This design comes from an exercise in tuning for small area, a short achievable clock period and few clock cycles per item on the open sky130 flow, not from production work.
The RTL of this run was laid out without a check of its function.
Power figures rest on the tool's default switching activity, not on a simulated workload.

==> flow/run.sh <==
#!/bin/bash
# synth_recipe.tcl (not shown) runs the flow's synth.tcl, then flattens the netlist and writes it again
# the make line also repeats each setting of config.mk as NAME=value (left out here)
make -C /OpenROAD-flow-scripts/flow DESIGN_CONFIG=/design/flow/config.mk WORK_HOME=/design/flow/orfs CLKGATE_MAP_FILE= SYNTH_SCRIPT=/design/flow/synth_recipe.tcl finish
==> flow/config.mk <==
export PLATFORM = sky130hd
export DESIGN_NAME = matvec_top
export DESIGN_NICKNAME = matvec_top
export VERILOG_FILES = /design/flow/design.v
export SDC_FILE = /design/flow/constraint.sdc
export NUM_CORES = 4
export LEC_CHECK = 0
export CAP_MARGIN = 20
export CORE_MARGIN = 2
export CORE_UTILIZATION = 40
export SETUP_SLACK_MARGIN = 4.2
export SLEW_MARGIN = 20
export SYNTH_HIERARCHICAL = 1
==> flow/constraint.sdc <==
create_clock -name core_clock -period 7.0 [get_ports {clk}]
set_input_delay 1.4000 -clock core_clock [delete_from_list [all_inputs] [get_ports {clk}]]
set_output_delay 1.4000 -clock core_clock [all_outputs]
set_load 0.01 [all_outputs]
==> flow/design.v <==
`timescale 1ns/1ps
module operand_banks (
    input  logic                clk,
    input  logic [13:0]         in_q,
    input  logic [7:0]          mwr,     
    input  logic                vwr,     
    output logic [14*8*8-1:0]   rings,   
    output logic [13:0]         vhead
);
    logic [13:0] mring [8][8];
    logic [13:0] vring [8];
    always_ff @(posedge clk) begin
        for (int r = 0; r < 8; r++) begin
            mring[r][0] <= mwr[r] ? in_q : mring[r][7];
            for (int p = 1; p < 8; p++) mring[r][p] <= mring[r][p - 1];
        end
        vring[0] <= vwr ? in_q : vring[7];
        for (int p = 1; p < 8; p++) vring[p] <= vring[p - 1];
    end
    always_comb begin
        for (int r = 0; r < 8; r++)
            for (int p = 0; p < 8; p++)
                rings[112 * r + 14 * p +: 14] = mring[r][p];
    end
    assign vhead = vring[0];
endmodule
`timescale 1ns/1ps
module mac_row (
    input  logic        clk,
    input  logic [6:0]  one,
    input  logic [6:0]  two,
    input  logic [6:0]  neg,
    input  logic [13:0] m,
    input  logic        first,
    output logic [27:0] acc_s,
    output logic [27:0] acc_c
);
    logic [14:0] me;
    logic [14:0] mx;
    logic [14:0] pp0, pp1, pp2, pp3, pp4, pp5, pp6;
    logic        first_b;
    assign me = {m[13], m};
    assign mx = {m, 1'b0};
    assign pp0 = (({15{one[0]}} & me) | ({15{two[0]}} & mx)) ^ {15{neg[0]}};
    assign pp1 = (({15{one[1]}} & me) | ({15{two[1]}} & mx)) ^ {15{neg[1]}};
    assign pp2 = (({15{one[2]}} & me) | ({15{two[2]}} & mx)) ^ {15{neg[2]}};
    assign pp3 = (({15{one[3]}} & me) | ({15{two[3]}} & mx)) ^ {15{neg[3]}};
    assign pp4 = (({15{one[4]}} & me) | ({15{two[4]}} & mx)) ^ {15{neg[4]}};
    assign pp5 = (({15{one[5]}} & me) | ({15{two[5]}} & mx)) ^ {15{neg[5]}};
    assign pp6 = (({15{one[6]}} & me) | ({15{two[6]}} & mx)) ^ {15{neg[6]}};
    logic ah0;
    logic ak0;
    logic ah1;
    logic ak1;
    logic as2;
    logic ac2;
    logic ah3;
    logic ak3;
    logic as4;
    logic ac4;
    logic ah5;
    logic ak5;
    logic as6;
    logic ac6;
    logic as7;
    logic ac7;
    logic as8;
    logic ac8;
    logic ah9;
    logic ak9;
    logic as10;
    logic ac10;
    logic ah11;
    logic ak11;
    logic ah12;
    logic ak12;
    logic ah13;
    logic ak13;
    logic as14;
    logic ac14;
    logic ah15;
    logic ak15;
    logic as16;
    logic ac16;
    logic ah17;
    logic ak17;
    logic as18;
    logic ac18;
    logic as19;
    logic ac19;
    logic as20;
    logic ac20;
    logic as21;
    logic ac21;
    logic as22;
    logic ac22;
    logic as23;
    logic ac23;
    logic as24;
    logic ac24;
    logic as25;
    logic ac25;
    logic as26;
    logic ac26;
    logic as27;
    logic ac27;
    logic as28;
    logic ac28;
    logic as29;
    logic ac29;
    logic as30;
    logic ac30;
    logic as31;
    logic ac31;
    logic as32;
    logic ac32;
    logic as33;
    logic ac33;
    logic as34;
    logic ac34;
    logic as35;
    logic ac35;
    logic as36;
    logic ac36;
    logic ah37;
    logic ak37;
    logic as38;
    logic ac38;
    logic ah39;
    logic ak39;
    logic ah40;
    logic ak40;
    logic ah41;
    logic ak41;
    logic as42;
    logic ac42;
    logic as43;
    logic ac43;
    logic as44;
    logic ac44;
    logic as45;
    logic ac45;
    logic as46;
    logic ac46;
    logic as47;
    logic ac47;
    logic as48;
    logic ac48;
    logic as49;
    logic ac49;
    logic as50;
    logic ac50;
    logic as51;
    logic ac51;
    logic as52;
    logic ac52;
    logic as53;
    logic ac53;
    logic as54;
    logic ac54;
    logic as55;
    logic ac55;
    logic as56;
    logic ac56;
    logic as57;
    logic ac57;
    logic as58;
    logic ac58;
    logic ah59;
    logic ak59;
    ha aha0 (.a(neg[5]), .b(pp0[10]), .s(ah0), .co(ak0));
    ha aha1 (.a(pp0[11]), .b(pp1[9]), .s(ah1), .co(ak1));
    fa afa2 (.a(neg[6]), .b(pp0[12]), .c(pp1[10]), .s(as2), .co(ac2));
    ha aha3 (.a(pp2[8]), .b(pp3[6]), .s(ah3), .co(ak3));
    fa afa4 (.a(pp0[13]), .b(pp1[11]), .c(pp2[9]), .s(as4), .co(ac4));
    ha aha5 (.a(pp3[7]), .b(pp4[5]), .s(ah5), .co(ak5));
    assign as6 = 1'b1 ^ ~pp0[14] ^ pp1[12];
    assign ac6 = (1'b1 & ~pp0[14]) | (pp1[12] & (1'b1 ^ ~pp0[14]));
    fa afa7 (.a(pp2[10]), .b(pp3[8]), .c(pp4[6]), .s(as7), .co(ac7));
    assign as8 = 1'b1 ^ pp1[13] ^ pp2[11];
    assign ac8 = (1'b1 & pp1[13]) | (pp2[11] & (1'b1 ^ pp1[13]));
    ha aha9 (.a(pp3[9]), .b(pp4[7]), .s(ah9), .co(ak9));
    fa afa10 (.a(~pp1[14]), .b(pp2[12]), .c(pp3[10]), .s(as10), .co(ac10));
    assign ah11 = 1'b1 ^ pp2[13];
    assign ak11 = 1'b1 & pp2[13];
    ha aha12 (.a(neg[3]), .b(pp0[6]), .s(ah12), .co(ak12));
    ha aha13 (.a(pp0[7]), .b(pp1[5]), .s(ah13), .co(ak13));
    fa afa14 (.a(neg[4]), .b(pp0[8]), .c(pp1[6]), .s(as14), .co(ac14));
    ha aha15 (.a(pp2[4]), .b(pp3[2]), .s(ah15), .co(ak15));
    fa afa16 (.a(pp0[9]), .b(pp1[7]), .c(pp2[5]), .s(as16), .co(ac16));
    ha aha17 (.a(pp3[3]), .b(pp4[1]), .s(ah17), .co(ak17));
    fa afa18 (.a(pp1[8]), .b(pp2[6]), .c(pp3[4]), .s(as18), .co(ac18));
    fa afa19 (.a(pp4[2]), .b(pp5[0]), .c(ah0), .s(as19), .co(ac19));
    fa afa20 (.a(pp2[7]), .b(pp3[5]), .c(pp4[3]), .s(as20), .co(ac20));
    fa afa21 (.a(pp5[1]), .b(ak0), .c(ah1), .s(as21), .co(ac21));
    fa afa22 (.a(pp4[4]), .b(pp5[2]), .c(pp6[0]), .s(as22), .co(ac22));
    fa afa23 (.a(ak1), .b(as2), .c(ah3), .s(as23), .co(ac23));
    fa afa24 (.a(pp5[3]), .b(pp6[1]), .c(ac2), .s(as24), .co(ac24));
    fa afa25 (.a(ak3), .b(as4), .c(ah5), .s(as25), .co(ac25));
    fa afa26 (.a(pp5[4]), .b(pp6[2]), .c(ac4), .s(as26), .co(ac26));
    fa afa27 (.a(ak5), .b(as6), .c(as7), .s(as27), .co(ac27));
    fa afa28 (.a(pp5[5]), .b(pp6[3]), .c(ac6), .s(as28), .co(ac28));
    fa afa29 (.a(ac7), .b(as8), .c(ah9), .s(as29), .co(ac29));
    fa afa30 (.a(pp4[8]), .b(pp5[6]), .c(pp6[4]), .s(as30), .co(ac30));
    fa afa31 (.a(ac8), .b(ak9), .c(as10), .s(as31), .co(ac31));
    fa afa32 (.a(pp3[11]), .b(pp4[9]), .c(pp5[7]), .s(as32), .co(ac32));
    fa afa33 (.a(pp6[5]), .b(ac10), .c(ah11), .s(as33), .co(ac33));
    fa afa34 (.a(~pp2[14]), .b(pp3[12]), .c(pp4[10]), .s(as34), .co(ac34));
    fa afa35 (.a(pp5[8]), .b(pp6[6]), .c(ak11), .s(as35), .co(ac35));
    assign as36 = 1'b1 ^ pp3[13] ^ pp4[11];
    assign ac36 = (1'b1 & pp3[13]) | (pp4[11] & (1'b1 ^ pp3[13]));
    ha aha37 (.a(pp5[9]), .b(pp6[7]), .s(ah37), .co(ak37));
    fa afa38 (.a(~pp3[14]), .b(pp4[12]), .c(pp5[10]), .s(as38), .co(ac38));
    assign ah39 = 1'b1 ^ pp4[13];
    assign ak39 = 1'b1 & pp4[13];
    ha aha40 (.a(neg[2]), .b(pp0[4]), .s(ah40), .co(ak40));
    ha aha41 (.a(pp0[5]), .b(pp1[3]), .s(ah41), .co(ak41));
    fa afa42 (.a(pp1[4]), .b(pp2[2]), .c(pp3[0]), .s(as42), .co(ac42));
    fa afa43 (.a(pp2[3]), .b(pp3[1]), .c(ak12), .s(as43), .co(ac43));
    fa afa44 (.a(pp4[0]), .b(ak13), .c(as14), .s(as44), .co(ac44));
    fa afa45 (.a(ac14), .b(ak15), .c(as16), .s(as45), .co(ac45));
    fa afa46 (.a(ac16), .b(ak17), .c(as18), .s(as46), .co(ac46));
    fa afa47 (.a(ac18), .b(as20), .c(ac19), .s(as47), .co(ac47));
    fa afa48 (.a(ac20), .b(as22), .c(ac21), .s(as48), .co(ac48));
    fa afa49 (.a(ac22), .b(as24), .c(ac23), .s(as49), .co(ac49));
    fa afa50 (.a(ac24), .b(as26), .c(ac25), .s(as50), .co(ac50));
    fa afa51 (.a(ac26), .b(as28), .c(ac27), .s(as51), .co(ac51));
    fa afa52 (.a(as30), .b(ac28), .c(ac29), .s(as52), .co(ac52));
    fa afa53 (.a(ac30), .b(as32), .c(ac31), .s(as53), .co(ac53));
    fa afa54 (.a(ac32), .b(as34), .c(as35), .s(as54), .co(ac54));
    fa afa55 (.a(ac34), .b(as36), .c(ah37), .s(as55), .co(ac55));
    fa afa56 (.a(pp6[8]), .b(ac36), .c(ak37), .s(as56), .co(ac56));
    fa afa57 (.a(pp5[11]), .b(pp6[9]), .c(ac38), .s(as57), .co(ac57));
    fa afa58 (.a(~pp4[14]), .b(pp5[12]), .c(pp6[10]), .s(as58), .co(ac58));
    assign ah59 = 1'b1 ^ pp5[13];
    assign ak59 = 1'b1 & pp5[13];
    logic pa0_0;
    logic pa0_1;
    logic pa1_0;
    logic pa2_0;
    logic pa2_1;
    logic pa2_2;
    logic pa3_0;
    logic pa3_1;
    logic pa4_0;
    logic pa4_1;
    logic pa4_2;
    logic pa5_0;
    logic pa5_1;
    logic pa5_2;
    logic pa6_0;
    logic pa6_1;
    logic pa6_2;
    logic pa7_0;
    logic pa7_1;
    logic pa7_2;
    logic pa8_0;
    logic pa8_1;
    logic pa8_2;
    logic pa9_0;
    logic pa9_1;
    logic pa9_2;
    logic pa10_0;
    logic pa10_1;
    logic pa10_2;
    logic pa11_0;
    logic pa11_1;
    logic pa11_2;
    logic pa12_0;
    logic pa12_1;
    logic pa12_2;
    logic pa13_0;
    logic pa13_1;
    logic pa13_2;
    logic pa14_0;
    logic pa14_1;
    logic pa14_2;
    logic pa15_0;
    logic pa15_1;
    logic pa15_2;
    logic pa16_0;
    logic pa16_1;
    logic pa16_2;
    logic pa17_0;
    logic pa17_1;
    logic pa17_2;
    logic pa18_0;
    logic pa18_1;
    logic pa18_2;
    logic pa19_0;
    logic pa19_1;
    logic pa19_2;
    logic pa20_0;
    logic pa20_1;
    logic pa20_2;
    logic pa21_0;
    logic pa21_1;
    logic pa21_2;
    logic pa22_0;
    logic pa22_1;
    logic pa22_2;
    logic pa23_0;
    logic pa23_1;
    logic pa23_2;
    logic pa24_0;
    logic pa24_1;
    logic pa24_2;
    logic pa25_0;
    logic pa25_1;
    logic pa26_0;
    logic pa27_0;
    logic ar0_0, ag0_0;
    assign ag0_0 = ar0_0 & ~first_b;
    logic ar0_1, ag0_1;
    assign ag0_1 = ar0_1 & ~first_b;
    logic ar1_0, ag1_0;
    assign ag1_0 = ar1_0 & ~first_b;
    logic ar1_1, ag1_1;
    assign ag1_1 = ar1_1 & ~first_b;
    logic ar2_0, ag2_0;
    assign ag2_0 = ar2_0 & ~first_b;
    logic ar2_1, ag2_1;
    assign ag2_1 = ar2_1 & ~first_b;
    logic ar3_0, ag3_0;
    assign ag3_0 = ar3_0 & ~first_b;
    logic ar3_1, ag3_1;
    assign ag3_1 = ar3_1 & ~first_b;
    logic ar4_0, ag4_0;
    assign ag4_0 = ar4_0 & ~first_b;
    logic ar4_1, ag4_1;
    assign ag4_1 = ar4_1 & ~first_b;
    logic ar5_0, ag5_0;
    assign ag5_0 = ar5_0 & ~first_b;
    logic ar5_1, ag5_1;
    assign ag5_1 = ar5_1 & ~first_b;
    logic ar6_0, ag6_0;
    assign ag6_0 = ar6_0 & ~first_b;
    logic ar6_1, ag6_1;
    assign ag6_1 = ar6_1 & ~first_b;
    logic ar7_0, ag7_0;
    assign ag7_0 = ar7_0 & ~first_b;
    logic ar7_1, ag7_1;
    assign ag7_1 = ar7_1 & ~first_b;
    logic ar8_0, ag8_0;
    assign ag8_0 = ar8_0 & ~first_b;
    logic ar8_1, ag8_1;
    assign ag8_1 = ar8_1 & ~first_b;
    logic ar9_0, ag9_0;
    assign ag9_0 = ar9_0 & ~first_b;
    logic ar9_1, ag9_1;
    assign ag9_1 = ar9_1 & ~first_b;
    logic ar10_0, ag10_0;
    assign ag10_0 = ar10_0 & ~first_b;
    logic ar10_1, ag10_1;
    assign ag10_1 = ar10_1 & ~first_b;
    logic ar11_0, ag11_0;
    assign ag11_0 = ar11_0 & ~first_b;
    logic ar11_1, ag11_1;
    assign ag11_1 = ar11_1 & ~first_b;
    logic ar12_0, ag12_0;
    assign ag12_0 = ar12_0 & ~first_b;
    logic ar12_1, ag12_1;
    assign ag12_1 = ar12_1 & ~first_b;
    logic ar13_0, ag13_0;
    assign ag13_0 = ar13_0 & ~first_b;
    logic ar13_1, ag13_1;
    assign ag13_1 = ar13_1 & ~first_b;
    logic ar14_0, ag14_0;
    assign ag14_0 = ar14_0 & ~first_b;
    logic ar14_1, ag14_1;
    assign ag14_1 = ar14_1 & ~first_b;
    logic ar15_0, ag15_0;
    assign ag15_0 = ar15_0 & ~first_b;
    logic ar15_1, ag15_1;
    assign ag15_1 = ar15_1 & ~first_b;
    logic ar16_0, ag16_0;
    assign ag16_0 = ar16_0 & ~first_b;
    logic ar16_1, ag16_1;
    assign ag16_1 = ar16_1 & ~first_b;
    logic ar17_0, ag17_0;
    assign ag17_0 = ar17_0 & ~first_b;
    logic ar17_1, ag17_1;
    assign ag17_1 = ar17_1 & ~first_b;
    logic ar18_0, ag18_0;
    assign ag18_0 = ar18_0 & ~first_b;
    logic ar18_1, ag18_1;
    assign ag18_1 = ar18_1 & ~first_b;
    logic ar19_0, ag19_0;
    assign ag19_0 = ar19_0 & ~first_b;
    logic ar19_1, ag19_1;
    assign ag19_1 = ar19_1 & ~first_b;
    logic ar20_0, ag20_0;
    assign ag20_0 = ar20_0 & ~first_b;
    logic ar20_1, ag20_1;
    assign ag20_1 = ar20_1 & ~first_b;
    logic ar21_0, ag21_0;
    assign ag21_0 = ar21_0 & ~first_b;
    logic ar21_1, ag21_1;
    assign ag21_1 = ar21_1 & ~first_b;
    logic ar22_0, ag22_0;
    assign ag22_0 = ar22_0 & ~first_b;
    logic ar22_1, ag22_1;
    assign ag22_1 = ar22_1 & ~first_b;
    logic ar23_0, ag23_0;
    assign ag23_0 = ar23_0 & ~first_b;
    logic ar23_1, ag23_1;
    assign ag23_1 = ar23_1 & ~first_b;
    logic ar24_0, ag24_0;
    assign ag24_0 = ar24_0 & ~first_b;
    logic ar24_1, ag24_1;
    assign ag24_1 = ar24_1 & ~first_b;
    logic ar25_0, ag25_0;
    assign ag25_0 = ar25_0 & ~first_b;
    logic ar25_1, ag25_1;
    assign ag25_1 = ar25_1 & ~first_b;
    logic ar26_0, ag26_0;
    assign ag26_0 = ar26_0 & ~first_b;
    logic ar26_1, ag26_1;
    assign ag26_1 = ar26_1 & ~first_b;
    logic ar27_0, ag27_0;
    assign ag27_0 = ar27_0 & ~first_b;
    logic ar27_1, ag27_1;
    assign ag27_1 = ar27_1 & ~first_b;
    logic bh0;
    logic bk0;
    logic bh1;
    logic bk1;
    logic bs2;
    logic bc2;
    logic bs3;
    logic bc3;
    logic bs4;
    logic bc4;
    logic bs5;
    logic bc5;
    logic bs6;
    logic bc6;
    logic bs7;
    logic bc7;
    logic bs8;
    logic bc8;
    logic bs9;
    logic bc9;
    logic bs10;
    logic bc10;
    logic bs11;
    logic bc11;
    logic bs12;
    logic bc12;
    logic bs13;
    logic bc13;
    logic bs14;
    logic bc14;
    logic bs15;
    logic bc15;
    logic bs16;
    logic bc16;
    logic bs17;
    logic bc17;
    logic bs18;
    logic bc18;
    logic bs19;
    logic bc19;
    logic bs20;
    logic bc20;
    logic bs21;
    logic bc21;
    logic bs22;
    logic bc22;
    logic bh23;
    logic bk23;
    logic bh24;
    logic bk24;
    logic bh25;
    logic bk25;
    logic bs26;
    logic bc26;
    logic bs27;
    logic bc27;
    logic bs28;
    logic bc28;
    logic bs29;
    logic bc29;
    logic bs30;
    logic bc30;
    logic bs31;
    logic bc31;
    logic bs32;
    logic bc32;
    logic bs33;
    logic bc33;
    logic bs34;
    logic bc34;
    logic bs35;
    logic bc35;
    logic bs36;
    logic bc36;
    logic bs37;
    logic bc37;
    logic bs38;
    logic bc38;
    logic bs39;
    logic bc39;
    logic bs40;
    logic bc40;
    logic bs41;
    logic bc41;
    logic bs42;
    logic bc42;
    logic bs43;
    logic bc43;
    logic bs44;
    logic bc44;
    logic bs45;
    logic bc45;
    logic bs46;
    logic bc46;
    logic bs47;
    logic bc47;
    logic bs48;
    logic bc48;
    logic bs49;
    logic bc49;
    logic bs50;
    logic bc50;
    logic bh51;
    logic bk51;
    logic bh52;
    logic bk52;
    logic bs53;
    logic bc53;
    logic bs54;
    logic bc54;
    logic bs55;
    logic bc55;
    logic bs56;
    logic bc56;
    logic bs57;
    logic bc57;
    logic bs58;
    logic bc58;
    logic bs59;
    logic bc59;
    logic bs60;
    logic bc60;
    logic bs61;
    logic bc61;
    logic bs62;
    logic bc62;
    logic bs63;
    logic bc63;
    logic bs64;
    logic bc64;
    logic bs65;
    logic bc65;
    logic bs66;
    logic bc66;
    logic bs67;
    logic bc67;
    logic bs68;
    logic bc68;
    logic bs69;
    logic bc69;
    logic bs70;
    logic bc70;
    logic bs71;
    logic bc71;
    logic bs72;
    logic bc72;
    logic bs73;
    logic bc73;
    logic bs74;
    logic bc74;
    logic bs75;
    logic bc75;
    logic bs76;
    logic bc76;
    logic bs77;
    logic bc77;
    logic bs78;
    logic bc78;
    logic bs79;
    logic bc79;
    ha bha0 (.a(pa2_0), .b(pa2_1), .s(bh0), .co(bk0));
    ha bha1 (.a(pa3_0), .b(pa3_1), .s(bh1), .co(bk1));
    fa bfa2 (.a(pa4_0), .b(pa4_1), .c(pa4_2), .s(bs2), .co(bc2));
    fa bfa3 (.a(pa5_0), .b(pa5_1), .c(pa5_2), .s(bs3), .co(bc3));
    fa bfa4 (.a(pa6_0), .b(pa6_1), .c(pa6_2), .s(bs4), .co(bc4));
    fa bfa5 (.a(pa7_0), .b(pa7_1), .c(pa7_2), .s(bs5), .co(bc5));
    fa bfa6 (.a(pa8_0), .b(pa8_1), .c(pa8_2), .s(bs6), .co(bc6));
    fa bfa7 (.a(pa9_0), .b(pa9_1), .c(pa9_2), .s(bs7), .co(bc7));
    fa bfa8 (.a(pa10_0), .b(pa10_1), .c(pa10_2), .s(bs8), .co(bc8));
    fa bfa9 (.a(pa11_0), .b(pa11_1), .c(pa11_2), .s(bs9), .co(bc9));
    fa bfa10 (.a(pa12_0), .b(pa12_1), .c(pa12_2), .s(bs10), .co(bc10));
    fa bfa11 (.a(pa13_0), .b(pa13_1), .c(pa13_2), .s(bs11), .co(bc11));
    fa bfa12 (.a(pa14_0), .b(pa14_1), .c(pa14_2), .s(bs12), .co(bc12));
    fa bfa13 (.a(pa15_0), .b(pa15_1), .c(pa15_2), .s(bs13), .co(bc13));
    fa bfa14 (.a(pa16_0), .b(pa16_1), .c(pa16_2), .s(bs14), .co(bc14));
    fa bfa15 (.a(pa17_0), .b(pa17_1), .c(pa17_2), .s(bs15), .co(bc15));
    fa bfa16 (.a(pa18_0), .b(pa18_1), .c(pa18_2), .s(bs16), .co(bc16));
    fa bfa17 (.a(pa19_0), .b(pa19_1), .c(pa19_2), .s(bs17), .co(bc17));
    fa bfa18 (.a(pa20_0), .b(pa20_1), .c(pa20_2), .s(bs18), .co(bc18));
    fa bfa19 (.a(pa21_0), .b(pa21_1), .c(pa21_2), .s(bs19), .co(bc19));
    fa bfa20 (.a(pa22_0), .b(pa22_1), .c(pa22_2), .s(bs20), .co(bc20));
    fa bfa21 (.a(pa23_0), .b(pa23_1), .c(pa23_2), .s(bs21), .co(bc21));
    fa bfa22 (.a(pa24_0), .b(pa24_1), .c(pa24_2), .s(bs22), .co(bc22));
    ha bha23 (.a(pa25_0), .b(pa25_1), .s(bh23), .co(bk23));
    ha bha24 (.a(pa0_0), .b(pa0_1), .s(bh24), .co(bk24));
    ha bha25 (.a(pa1_0), .b(ag1_0), .s(bh25), .co(bk25));
    fa bfa26 (.a(pa2_2), .b(ag2_0), .c(ag2_1), .s(bs26), .co(bc26));
    fa bfa27 (.a(ag3_0), .b(ag3_1), .c(bk0), .s(bs27), .co(bc27));
    fa bfa28 (.a(ag4_0), .b(ag4_1), .c(bk1), .s(bs28), .co(bc28));
    fa bfa29 (.a(ag5_0), .b(ag5_1), .c(bc2), .s(bs29), .co(bc29));
    fa bfa30 (.a(ag6_0), .b(ag6_1), .c(bc3), .s(bs30), .co(bc30));
    fa bfa31 (.a(ag7_0), .b(ag7_1), .c(bc4), .s(bs31), .co(bc31));
    fa bfa32 (.a(ag8_0), .b(ag8_1), .c(bc5), .s(bs32), .co(bc32));
    fa bfa33 (.a(ag9_0), .b(ag9_1), .c(bc6), .s(bs33), .co(bc33));
    fa bfa34 (.a(ag10_0), .b(ag10_1), .c(bc7), .s(bs34), .co(bc34));
    fa bfa35 (.a(ag11_0), .b(ag11_1), .c(bc8), .s(bs35), .co(bc35));
    fa bfa36 (.a(ag12_0), .b(ag12_1), .c(bc9), .s(bs36), .co(bc36));
    fa bfa37 (.a(ag13_0), .b(ag13_1), .c(bc10), .s(bs37), .co(bc37));
    fa bfa38 (.a(ag14_0), .b(ag14_1), .c(bc11), .s(bs38), .co(bc38));
    fa bfa39 (.a(ag15_0), .b(ag15_1), .c(bc12), .s(bs39), .co(bc39));
    fa bfa40 (.a(ag16_0), .b(ag16_1), .c(bc13), .s(bs40), .co(bc40));
    fa bfa41 (.a(ag17_0), .b(ag17_1), .c(bc14), .s(bs41), .co(bc41));
    fa bfa42 (.a(ag18_0), .b(ag18_1), .c(bc15), .s(bs42), .co(bc42));
    fa bfa43 (.a(ag19_0), .b(ag19_1), .c(bc16), .s(bs43), .co(bc43));
    fa bfa44 (.a(ag20_0), .b(ag20_1), .c(bc17), .s(bs44), .co(bc44));
    fa bfa45 (.a(ag21_0), .b(ag21_1), .c(bc18), .s(bs45), .co(bc45));
    fa bfa46 (.a(ag22_0), .b(ag22_1), .c(bc19), .s(bs46), .co(bc46));
    fa bfa47 (.a(ag23_0), .b(ag23_1), .c(bc20), .s(bs47), .co(bc47));
    fa bfa48 (.a(ag24_0), .b(ag24_1), .c(bc21), .s(bs48), .co(bc48));
    fa bfa49 (.a(ag25_0), .b(ag25_1), .c(bc22), .s(bs49), .co(bc49));
    fa bfa50 (.a(pa26_0), .b(ag26_0), .c(ag26_1), .s(bs50), .co(bc50));
    ha bha51 (.a(pa27_0), .b(ag27_0), .s(bh51), .co(bk51));
    ha bha52 (.a(ag0_0), .b(ag0_1), .s(bh52), .co(bk52));
    fa bfa53 (.a(ag1_1), .b(bk24), .c(bh25), .s(bs53), .co(bc53));
    fa bfa54 (.a(bk25), .b(bs26), .c(bh0), .s(bs54), .co(bc54));
    fa bfa55 (.a(bc26), .b(bh1), .c(bs27), .s(bs55), .co(bc55));
    fa bfa56 (.a(bs2), .b(bc27), .c(bs28), .s(bs56), .co(bc56));
    fa bfa57 (.a(bs3), .b(bc28), .c(bs29), .s(bs57), .co(bc57));
    fa bfa58 (.a(bs4), .b(bc29), .c(bs30), .s(bs58), .co(bc58));
    fa bfa59 (.a(bs5), .b(bc30), .c(bs31), .s(bs59), .co(bc59));
    fa bfa60 (.a(bs6), .b(bc31), .c(bs32), .s(bs60), .co(bc60));
    fa bfa61 (.a(bs7), .b(bc32), .c(bs33), .s(bs61), .co(bc61));
    fa bfa62 (.a(bs8), .b(bc33), .c(bs34), .s(bs62), .co(bc62));
    fa bfa63 (.a(bs9), .b(bc34), .c(bs35), .s(bs63), .co(bc63));
    fa bfa64 (.a(bs10), .b(bc35), .c(bs36), .s(bs64), .co(bc64));
    fa bfa65 (.a(bs11), .b(bc36), .c(bs37), .s(bs65), .co(bc65));
    fa bfa66 (.a(bs12), .b(bc37), .c(bs38), .s(bs66), .co(bc66));
    fa bfa67 (.a(bs13), .b(bc38), .c(bs39), .s(bs67), .co(bc67));
    fa bfa68 (.a(bs14), .b(bc39), .c(bs40), .s(bs68), .co(bc68));
    fa bfa69 (.a(bs15), .b(bc40), .c(bs41), .s(bs69), .co(bc69));
    fa bfa70 (.a(bs16), .b(bc41), .c(bs42), .s(bs70), .co(bc70));
    fa bfa71 (.a(bs17), .b(bc42), .c(bs43), .s(bs71), .co(bc71));
    fa bfa72 (.a(bs18), .b(bc43), .c(bs44), .s(bs72), .co(bc72));
    fa bfa73 (.a(bs19), .b(bc44), .c(bs45), .s(bs73), .co(bc73));
    fa bfa74 (.a(bs20), .b(bc45), .c(bs46), .s(bs74), .co(bc74));
    fa bfa75 (.a(bs21), .b(bc46), .c(bs47), .s(bs75), .co(bc75));
    fa bfa76 (.a(bs22), .b(bc47), .c(bs48), .s(bs76), .co(bc76));
    fa bfa77 (.a(bh23), .b(bc48), .c(bs49), .s(bs77), .co(bc77));
    fa bfa78 (.a(bk23), .b(bs50), .c(bc49), .s(bs78), .co(bc78));
    fa bfa79 (.a(ag27_1), .b(bc50), .c(bh51), .s(bs79), .co(bc79));
    assign acc_s = {ar27_0, ar26_0, ar25_0, ar24_0, ar23_0, ar22_0, ar21_0, ar20_0, ar19_0, ar18_0, ar17_0, ar16_0, ar15_0, ar14_0, ar13_0, ar12_0, ar11_0, ar10_0, ar9_0, ar8_0, ar7_0, ar6_0, ar5_0, ar4_0, ar3_0, ar2_0, ar1_0, ar0_0};
    assign acc_c = {ar27_1, ar26_1, ar25_1, ar24_1, ar23_1, ar22_1, ar21_1, ar20_1, ar19_1, ar18_1, ar17_1, ar16_1, ar15_1, ar14_1, ar13_1, ar12_1, ar11_1, ar10_1, ar9_1, ar8_1, ar7_1, ar6_1, ar5_1, ar4_1, ar3_1, ar2_1, ar1_1, ar0_1};
    always_ff @(posedge clk) begin
        first_b <= first;
        pa0_0 <= neg[0];
        pa0_1 <= pp0[0];
        pa1_0 <= pp0[1];
        pa2_0 <= neg[1];
        pa2_1 <= pp0[2];
        pa2_2 <= pp1[0];
        pa3_0 <= pp0[3];
        pa3_1 <= pp1[1];
        pa4_0 <= ah40;
        pa4_1 <= pp1[2];
        pa4_2 <= pp2[0];
        pa5_0 <= ah41;
        pa5_1 <= pp2[1];
        pa5_2 <= ak40;
        pa6_0 <= as42;
        pa6_1 <= ah12;
        pa6_2 <= ak41;
        pa7_0 <= as43;
        pa7_1 <= ah13;
        pa7_2 <= ac42;
        pa8_0 <= as44;
        pa8_1 <= ah15;
        pa8_2 <= ac43;
        pa9_0 <= as45;
        pa9_1 <= ah17;
        pa9_2 <= ac44;
        pa10_0 <= as46;
        pa10_1 <= as19;
        pa10_2 <= ac45;
        pa11_0 <= as47;
        pa11_1 <= as21;
        pa11_2 <= ac46;
        pa12_0 <= as48;
        pa12_1 <= as23;
        pa12_2 <= ac47;
        pa13_0 <= as49;
        pa13_1 <= as25;
        pa13_2 <= ac48;
        pa14_0 <= as50;
        pa14_1 <= as27;
        pa14_2 <= ac49;
        pa15_0 <= as51;
        pa15_1 <= as29;
        pa15_2 <= ac50;
        pa16_0 <= as52;
        pa16_1 <= as31;
        pa16_2 <= ac51;
        pa17_0 <= as53;
        pa17_1 <= as33;
        pa17_2 <= ac52;
        pa18_0 <= as54;
        pa18_1 <= ac33;
        pa18_2 <= ac53;
        pa19_0 <= as55;
        pa19_1 <= ac35;
        pa19_2 <= ac54;
        pa20_0 <= as56;
        pa20_1 <= as38;
        pa20_2 <= ac55;
        pa21_0 <= as57;
        pa21_1 <= ah39;
        pa21_2 <= ac56;
        pa22_0 <= as58;
        pa22_1 <= ak39;
        pa22_2 <= ac57;
        pa23_0 <= ah59;
        pa23_1 <= pp6[11];
        pa23_2 <= ac58;
        pa24_0 <= ~pp5[14];
        pa24_1 <= pp6[12];
        pa24_2 <= ak59;
        pa25_0 <= 1'b1;
        pa25_1 <= pp6[13];
        pa26_0 <= ~pp6[14];
        pa27_0 <= 1'b1;
        ar0_0 <= bh52;
        ar0_1 <= bh24;
        ar1_0 <= bs53;
        ar1_1 <= bk52;
        ar2_0 <= bs54;
        ar2_1 <= bc53;
        ar3_0 <= bs55;
        ar3_1 <= bc54;
        ar4_0 <= bs56;
        ar4_1 <= bc55;
        ar5_0 <= bs57;
        ar5_1 <= bc56;
        ar6_0 <= bs58;
        ar6_1 <= bc57;
        ar7_0 <= bs59;
        ar7_1 <= bc58;
        ar8_0 <= bs60;
        ar8_1 <= bc59;
        ar9_0 <= bs61;
        ar9_1 <= bc60;
        ar10_0 <= bs62;
        ar10_1 <= bc61;
        ar11_0 <= bs63;
        ar11_1 <= bc62;
        ar12_0 <= bs64;
        ar12_1 <= bc63;
        ar13_0 <= bs65;
        ar13_1 <= bc64;
        ar14_0 <= bs66;
        ar14_1 <= bc65;
        ar15_0 <= bs67;
        ar15_1 <= bc66;
        ar16_0 <= bs68;
        ar16_1 <= bc67;
        ar17_0 <= bs69;
        ar17_1 <= bc68;
        ar18_0 <= bs70;
        ar18_1 <= bc69;
        ar19_0 <= bs71;
        ar19_1 <= bc70;
        ar20_0 <= bs72;
        ar20_1 <= bc71;
        ar21_0 <= bs73;
        ar21_1 <= bc72;
        ar22_0 <= bs74;
        ar22_1 <= bc73;
        ar23_0 <= bs75;
        ar23_1 <= bc74;
        ar24_0 <= bs76;
        ar24_1 <= bc75;
        ar25_0 <= bs77;
        ar25_1 <= bc76;
        ar26_0 <= bs78;
        ar26_1 <= bc77;
        ar27_0 <= bs79;
        ar27_1 <= bc78;
    end
endmodule
module fa (
    input  logic a,
    input  logic b,
    input  logic c,
    output logic s,
    output logic co
);
    assign s  = a ^ b ^ c;
    assign co = (a & b) | (c & (a ^ b));
endmodule
module ha (
    input  logic a,
    input  logic b,
    output logic s,
    output logic co
);
    assign s  = a ^ b;
    assign co = a & b;
endmodule
`timescale 1ns/1ps
module result_fifo (
    input  logic        clk,
    input  logic        reset,
    input  logic        in_valid,
    input  logic [27:0] in_data,
    input  logic        output_ready,
    output logic        output_valid,
    output logic [27:0] output_data,
    output logic        empty
);
    localparam int N = 11;
    logic [27:0] q [N];
    logic [3:0]  cnt;
    logic [3:0]  old_pos;      
    logic        o_v;
    logic [27:0] o_d;
    logic        o_free, take, bypass, wr;
    assign o_free = !o_v || output_ready;
    assign take   = o_free && (cnt != 4'd0) && (old_pos == 4'(N - 1));
    assign bypass = in_valid && (cnt == 4'd0) && o_free;
    assign wr     = in_valid && !bypass;
    assign output_valid = o_v;
    assign output_data  = o_d;
    assign empty        = (cnt == 4'd0);
    always_ff @(posedge clk) begin
        q[0] <= wr ? in_data : q[N - 1];
        for (int i = 1; i < N; i++) q[i] <= q[i - 1];
        if (take)
            o_d <= q[N - 1];
        else if (bypass)
            o_d <= in_data;
        if (reset) begin
            o_v     <= 1'b0;
            cnt     <= 4'd0;
            old_pos <= 4'd0;
        end else begin
            o_v <= take || bypass || (o_v && !output_ready);
            cnt <= cnt + {3'd0, wr} - {3'd0, take};
            if (take)
                old_pos <= (cnt > 4'd1) ? 4'(N - 1) : 4'd0;
            else if (cnt == 4'd0 || old_pos == 4'(N - 1))
                old_pos <= 4'd0;
            else
                old_pos <= old_pos + 4'd1;
        end
    end
endmodule
`timescale 1ns/1ps
module matvec_top (
    input  logic        clk,
    input  logic        reset,
    input  logic        input_valid,
    output logic        input_ready,
    input  logic [13:0] input_data,
    input  logic        new_matrix,
    output logic        output_valid,
    input  logic        output_ready,
    output logic [27:0] output_data
);
    logic [2:0] ph;
    always_ff @(posedge clk) begin
        if (reset) ph <= 3'd0;
        else       ph <= ph + 3'd1;
    end
    logic        rdy_q;
    logic        acc_in;
    logic        ld_open, ld_mat;
    logic [5:0]  wcnt;
    logic        guar;
    logic        ld_open_n, ld_mat_n, guar_n, rdy_n;
    logic [5:0]  wcnt_n;
    logic        is_mword, is_vword;
    logic [13:0] in_q;
    logic [7:0]  mwr_q;
    logic        vwr_q;
    logic        win_run;    
    assign input_ready = rdy_q;
    assign acc_in = input_valid & rdy_q;
    always_comb begin
        ld_open_n = ld_open;
        ld_mat_n  = ld_mat;
        wcnt_n    = wcnt;
        is_mword  = 1'b0;
        is_vword  = 1'b0;
        if (acc_in) begin
            if (ld_open ? new_matrix : ld_mat) begin
                is_mword  = 1'b1;
                ld_open_n = 1'b0;
                ld_mat_n  = (wcnt != 6'd63);
                wcnt_n    = wcnt + 6'd1;
            end else begin
                is_vword  = 1'b1;
                ld_open_n = (wcnt[2:0] == 3'd7);
                ld_mat_n  = 1'b0;
                wcnt_n    = {3'd0, wcnt[2:0] + 3'd1};
            end
        end
        guar_n = (acc_in && ld_open) ? 1'b0 : (guar | (ld_open_n & win_run));
        rdy_n = ((ph + 3'd1) == wcnt_n[2:0]) && (!ld_open_n || guar_n);
    end
    always_ff @(posedge clk) begin
        if (reset) begin
            ld_open <= 1'b1;
            ld_mat  <= 1'b0;
            wcnt    <= 6'd0;
            guar    <= 1'b1;
            rdy_q   <= 1'b1;
            mwr_q   <= 8'd0;
            vwr_q   <= 1'b0;
        end else begin
            ld_open <= ld_open_n;
            ld_mat  <= ld_mat_n;
            wcnt    <= wcnt_n;
            guar    <= guar_n;
            rdy_q   <= rdy_n;
            mwr_q   <= is_mword ? (8'd1 << wcnt[5:3]) : 8'd0;
            vwr_q   <= is_vword;
        end
        in_q <= input_data;
    end
    logic [14*8*8-1:0] taps;    
    logic [13:0]       vhead;
    operand_banks operand_banks_i (
        .clk   (clk),
        .in_q  (in_q),
        .mwr   (mwr_q),
        .vwr   (vwr_q),
        .rings (taps),
        .vhead (vhead)
    );
    logic [2:0] col;
    logic       win_start;
    logic [3:0] vcount;         
    logic       run_q, good_q;
    logic       run_now, good_now, col_ok, done;
    logic       commit;
    logic       pend_final;     
    logic       ring_empty;
    assign col       = ph - 3'd2;
    assign win_start = (col == 3'd0);
    assign commit    = ring_empty;
    assign run_now   = win_start ? (commit && vcount != 4'd0) : run_q;
    assign good_now  = win_start ? 1'b1 : good_q;
    assign col_ok    = run_now && good_now && (vcount > {1'b0, col});
    assign done      = col_ok && (col == 3'd7);
    assign win_run   = run_now;
    always_ff @(posedge clk) begin
        if (reset) begin
            vcount     <= 4'd0;
            run_q      <= 1'b0;
            good_q     <= 1'b0;
            pend_final <= 1'b0;
        end else begin
            vcount     <= (done ? 4'd0 : vcount) + {3'd0, vwr_q};
            run_q      <= run_now;
            good_q     <= good_now && (vcount > {1'b0, col});
            if (done)
                pend_final <= 1'b1;
            else if (win_start && commit)
                pend_final <= 1'b0;
        end
    end
    logic [20:0] enc_n;
    logic [20:0] enc [8];
    logic [7:0]  first_d;
    logic [8:0]  mv_d;         
    always_comb begin
        for (int k = 0; k < 7; k++) begin
            logic b2, b1, b0;
            b2 = vhead[2 * k + 1];
            b1 = vhead[2 * k];
            b0 = (k == 0) ? 1'b0 : vhead[2 * k - 1];
            enc_n[k]      = b1 ^ b0;                                   
            enc_n[7 + k]  = (b2 & ~b1 & ~b0) | (~b2 & b1 & b0);        
            enc_n[14 + k] = b2 & ~(b1 & b0);                           
        end
        if (!col_ok) enc_n = '0;
    end
    always_ff @(posedge clk) begin
        enc[0] <= enc_n;
        for (int r = 1; r < 8; r++) enc[r] <= enc[r - 1];
        if (reset) begin
            first_d <= 8'd0;
            mv_d    <= 9'd0;
        end else begin
            first_d <= {first_d[6:0], win_start && commit};
            mv_d    <= {mv_d[7:0], win_start && commit && pend_final};
        end
    end
    logic [27:0] acc_s [8];
    logic [27:0] acc_c [8];
    for (genvar r = 0; r < 8; r++) begin : g_row
        mac_row mac_i (
            .clk   (clk),
            .one   (enc[r][6:0]),
            .two   (enc[r][13:7]),
            .neg   (enc[r][20:14]),
            .m     (taps[112 * r + 14 * ((r + 1) % 8) +: 14]),
            .first (first_d[r]),
            .acc_s (acc_s[r]),
            .acc_c (acc_c[r])
        );
    end
    logic [27:0] f_s, f_c;
    logic        f_v;
    logic [27:0] sel_s, sel_c;
    always_comb begin
        sel_s = '0;
        sel_c = '0;
        for (int r = 0; r < 8; r++) begin
            sel_s = sel_s | (acc_s[r] & {28{mv_d[r + 1]}});
            sel_c = sel_c | (acc_c[r] & {28{mv_d[r + 1]}});
        end
    end
    always_ff @(posedge clk) begin
        f_s <= sel_s;
        f_c <= sel_c;
        if (reset) f_v <= 1'b0;
        else       f_v <= |mv_d[8:1];
    end
    result_fifo result_fifo_i (
        .clk          (clk),
        .reset        (reset),
        .in_valid     (f_v),
        .in_data      (f_s + f_c),
        .output_ready (output_ready),
        .output_valid (output_valid),
        .output_data  (output_data),
        .empty        (ring_empty)
    );
endmodule
==> results.py <==
metrics = {
    "timing": {
        "rsz0062_at_grt": "true",
        "maxSlewHeadroom": 0.2398,
        "worst_hold_slack_ns": 0.2688,
        "final-max-slew-violation-count": 0,
        "post-route-min-period_ns": 2.949,
        "finalSetupViolCount": 0,
        "timing.final.ws_setup_ns": 4.051,
        "final_min_period_over_clock_period": 0.4213,
        "setup_tns_ns": 0,
        "worst_slew_pin_slew_ns": 1.139,
        "timing.fmax_mhz": 339.1,
        "final-hold-violation-count": 0,
        "fin_skew_ns": 0.07016,
    },
    "placed_design": {
        "routabilityCongestion": 0.9504,
        "post_detailed_placement_half_perimeter_wirelength_mm": 200.1,
        "dpl-instance-area_sq_um": 103900,
        "port-buffer-count": 48,
        "dpl.cell_count": 10530,
        "preCtsSetupSlack_ns": 2.723,
    },
    "layout": {
        "design_area_sq_um": 113600,
        "finish.cell_count_without_fillers": 11030,
        "syn2layout_area_growth_pct": 8.578,
        "nNetsFinal": 8494,
        "share_of_post_route_cells_with_drive_strength_above_1": 0.1191,
    },
    "pwr": {
        "power.ir.vdd_worst_v": 0.0002718,
        "total_leakage_power_nw": 45.68,
        "cellPowerDensity_nw_per_um2": 300.8,
    },
    "clock_network": {
        "worstSkewPairLatency_ns": 0.97,
        "cts.path.max_buffers": 4,
        "cts.hold.buffers_added": 0,
        "numCtsBuffers": 283,
        "cts.clk_slew.worst_paths_ns": 0.06,
        "cts_tree": "built",
        "cts-htree-levels": 5,
        "clock_tree.root_cell": "clkbuf_16",
        "tritoncts_num_sinks": 2678,
    },
    "outcome": {
        "run_status": "complete, no violations",
    },
    "synthesis": {
        "netlist_instances": 7790,
        "ys.flop_type": "dfxtp_1",
        "count_of_unique_library_cells_instantiated_by_yosys": 72,
        "portion_of_the_post_synthesis_area_used_by_sequential_elements": 0.5150,
        "syn_area_sq_um": 104600,
        "synth_edf_count": 28,
        "ys_async_sr_fraction": 0,
        "synth_seq_cells": 2678,
        "avgSynthCellArea_sq_um": 13.43,
        "synth-warning-count": 17,
    },
    "setup_path": {
        "cp_slowest_cell": "edfxtp_1",
        "crit_family": "flip-flops",
        "worstSetupStartpointType": "flip-flop",
        "worst_path_largest_cell_delay_ns": 0.43,
        "critical_path.endpoint_type": "primary output",
        "path_cells": "buf_2",
        "path_class": "flip-flop to primary output",
        "critical_path_required_ns": 5.60,
        "critPathMaxFanout": 1,
        "critical_path.n_buffers_inverters": 1,
        "worst_ep_arrival_time_ns": 1.55,
    },
    "floorplan": {
        "dieHeight_microns": 515.5,
        "design.die.area_sq_um": 265700,
        "core_area_sq_um": 259900,
        "start_util": 0.4025,
        "die_width_microns": 515.5,
        "design.portCount": 49,
        "std_cell_rows": 187,
    },
    "routing": {
        "drt_pre_antenna_iters": 7,
        "wl_mm": 283.9,
        "avgViaCountPerCell": 5.169,
        "first_iter_violations": 6420,
        "drtAntennaViolNets": 0,
        "drc": 0,
        "wire_per_inst_microns": 25.73,
        "via_count": 57030,
    },
    "worst_hold_path": {
        "hold_path.class": "flip-flop to flip-flop",
    },
    "global_route": {
        "grt_antenna_before_repair": 43,
        "groute.usage.overall": 0.2140,
        "grt_max_degree": 59,
        "grt_first_pass_wirelength_mm": 415.3,
        "number_of_global_route_vias_before_repair": 59580,
        "globalRouteOverflowTotal": 0,
    },
    "run": {
        "maxCapViolCount": 0,
    },
}
-- through the flow --
step / util / power [W]
2_1_floorplan: - / 0.01873
3_3_place_gp: 0.3996 / 0.01905
3_5_place_dp: 0.3996 / 0.01919
4_1_cts: 0.4363 / 0.03447
5_1_grt: 0.4370 / 0.03547
6_report: 0.4371 / 0.03418
-- synth_stat cells, drive strengths merged (3+ instances only) --
master	count	share of area
and3	3	0.00018
nand2b	8	0.00048
mux2i	4	0.00038
nor2b	473	0.028
clkbuf	67	0.0030
o21ai	74	0.0035
edfxtp	28	0.0080
or3	5	0.00035
ha	226	0.027
nand3b	7	0.00050
nand4	64	0.0038
o2111ai	4	0.00039
conb	8	0.00029
nor3b	9	0.00075
fa	922	0.18
buf	847	0.059
a211oi	7	0.00072
and2	11	0.00066
dfxtp	2650	0.51
nor3	8	0.00038
a21oi	48	0.0024
o21a	4	0.00029
xnor2	770	0.065
a22oi	954	0.068
a31oi	4	0.00024
mux2	186	0.020
o211ai	5	0.00036
a21o	11	0.00079
nor2	42	0.0015
xor2	129	0.011
or3b	6	0.00050
inv	78	0.0028
nand2	90	0.0032
nand3	9	0.00043
-- where the power goes --
| part | total (W) | internal, W | switching, W |
|---|---|---|---|
| Combinational | 0.00204 | 0.00101 | 0.00103 |
| Clock | 0.0152 | 0.00916 | 0.00608 |
| Sequential | 0.0169 | 0.0160 | 0.000860 |
| Total | 0.0342 | 0.0262 | 0.00797 |
-- layout make-up --
class,instances,area (sq um)
diodes,13,32.53
fillers,23370,146300
multi-input cells,4128,44160
repair buffers,157,1212
repair inverters,1,8.758
clock buffers,377,8129
inverters,78,305.3
flip-flops and latches,2678,54060
clock inverters,106,1334
well taps,3496,4374
-- final timing paths --
kind	from	end	slack, ns	cells past startpoint
setup / recovery	result_fifo_i.o_d[10]	output_data[10]	4.05	1
hold / removal	operand_banks_i.mring[36][1]	operand_banks_i.mring[37][1]	0.27	0
setup reg to reg	ph[2]	vcount[2]	4.13	11
hold reg to reg	operand_banks_i.mring[36][1]	operand_banks_i.mring[37][1]	0.27	0
-- repair_timing --
| action | in CTS | in global routing |
|---|---|---|
| pin swaps | 3 | 7 |
| setup endpoints to repair | 81 | 91 |
| setup buffers | 8 | 3 |
| gates resized for setup | 165 | 75 |
| gates cloned | 2 | 0 |
| endpoints found under the hold margin | 0 | 0 |
-- flip-flops by register name, summed over array words and instances (netlist names), 9 cells and up --
name and count:
enc 168, f_c 28, f_s 28, in_q 14, mv_d 9, operand_banks_i.mring 896, operand_banks_i.vring 112, result_fifo_i.o_d 28
result_fifo_i.q 308
-- Yosys stat by module (local to each module, per instance) --
module / flops+latches / copies in the design
ha: 0 / 152
matvec_top: 285 / 1
operand_banks: 1008 / 1
mac_row: 130 / 8
result_fifo: 345 / 1
fa: 0 / 920
-- layout by cell type (no fill, tap or decap), types with 9 or more instances in the layout --
cell type,netlist,final
edfxtp_1,28,28
conb_1,8,16
dfxtp_2,0,124
clkbuf_8,0,46
clkbuf_16,0,294
and2_1,11,11
a21oi_1,47,45
ha_1,226,223
nor2_1,42,42
nand4_1,64,64
nor2b_1,473,472
clkinv_2,0,50
o21ai_0,70,68
clkdlybuf4s50_1,0,17
buf_2,205,28
mux2_2,143,143
bufinv_16,0,27
mux2_1,43,43
dfxtp_1,2650,2522
xor2_1,129,129
diode_2,0,13
clkinvlp_4,0,9
nand3_1,9,9
clkbuf_1,48,37
inv_1,76,73
nand2_1,90,89
a22oi_1,953,953
buf_4,523,106
fa_1,922,921
a21o_1,11,11
xnor2_1,769,769
-- worst register-to-register path, stage by stage, from the launching register on --
cell and delay, ns:
dfxtp_1 0.36, xnor2_4 0.31, inv_2 0.10, ha_1 0.31, o21ai_0 0.10, a32oi_2 0.26, a2bb2oi_4 0.33, a31oi_1 0.15
ha_1 0.22, ha_1 0.21, nor2b_1 0.12, mux2_1 0.30
-- routing by layer --
layer,GRT usage,vias to the layer above,share of wire
met4,0.09100,10,0.044
met1,0.2969,29080,0.43
met3,0.05787,634,0.10
met5,0,-,0.00031
met2,0.3130,2734,0.43
li1,-,24580,-
-- logic make-up after synthesis --
logic type / after synthesis / synth area share
muxes: 190 / 0.02040
AOI/OAI and AO/OA: 1132 / 0.07923
DFF: 2678 / 0.5150
adders and majority gates: 1148 / 0.2034
and+or+nand+nor: 743 / 0.04173
other: 8 / 0.0002870
xor gates and xnor gates: 899 / 0.07532
buffers and inverters: 992 / 0.06458

[what the ideal ports hide]
In the flow no input, the clock included, has a driving cell. The finished layout below was timed again as built, in two steps.
Step 1 sets driving cells, clkbuf_16 on the clock port and buf_2 on the other inputs (assumed; they add their load-dependent delay and slew).
Step 2 adds t to the input delays and takes it off the output delays; t is the mean of the earliest and latest rising clock arrival at the registers after step 1. Input paths then give back, and output paths get back, about the clock's delay inside the block.
Slacks: no drivers / after step 1 / after step 2; pairs: no drivers / after step 1.
t (ns): 1.012
setup slack, ns: 4.051 / 3.967 / 3.285
clock arrival spread, ns: 0.079 / 0.078
After both steps setup and hold are still met in this run. The setup slack of this run moves by -0.084 ns with the drivers and by -0.766 ns with both steps.
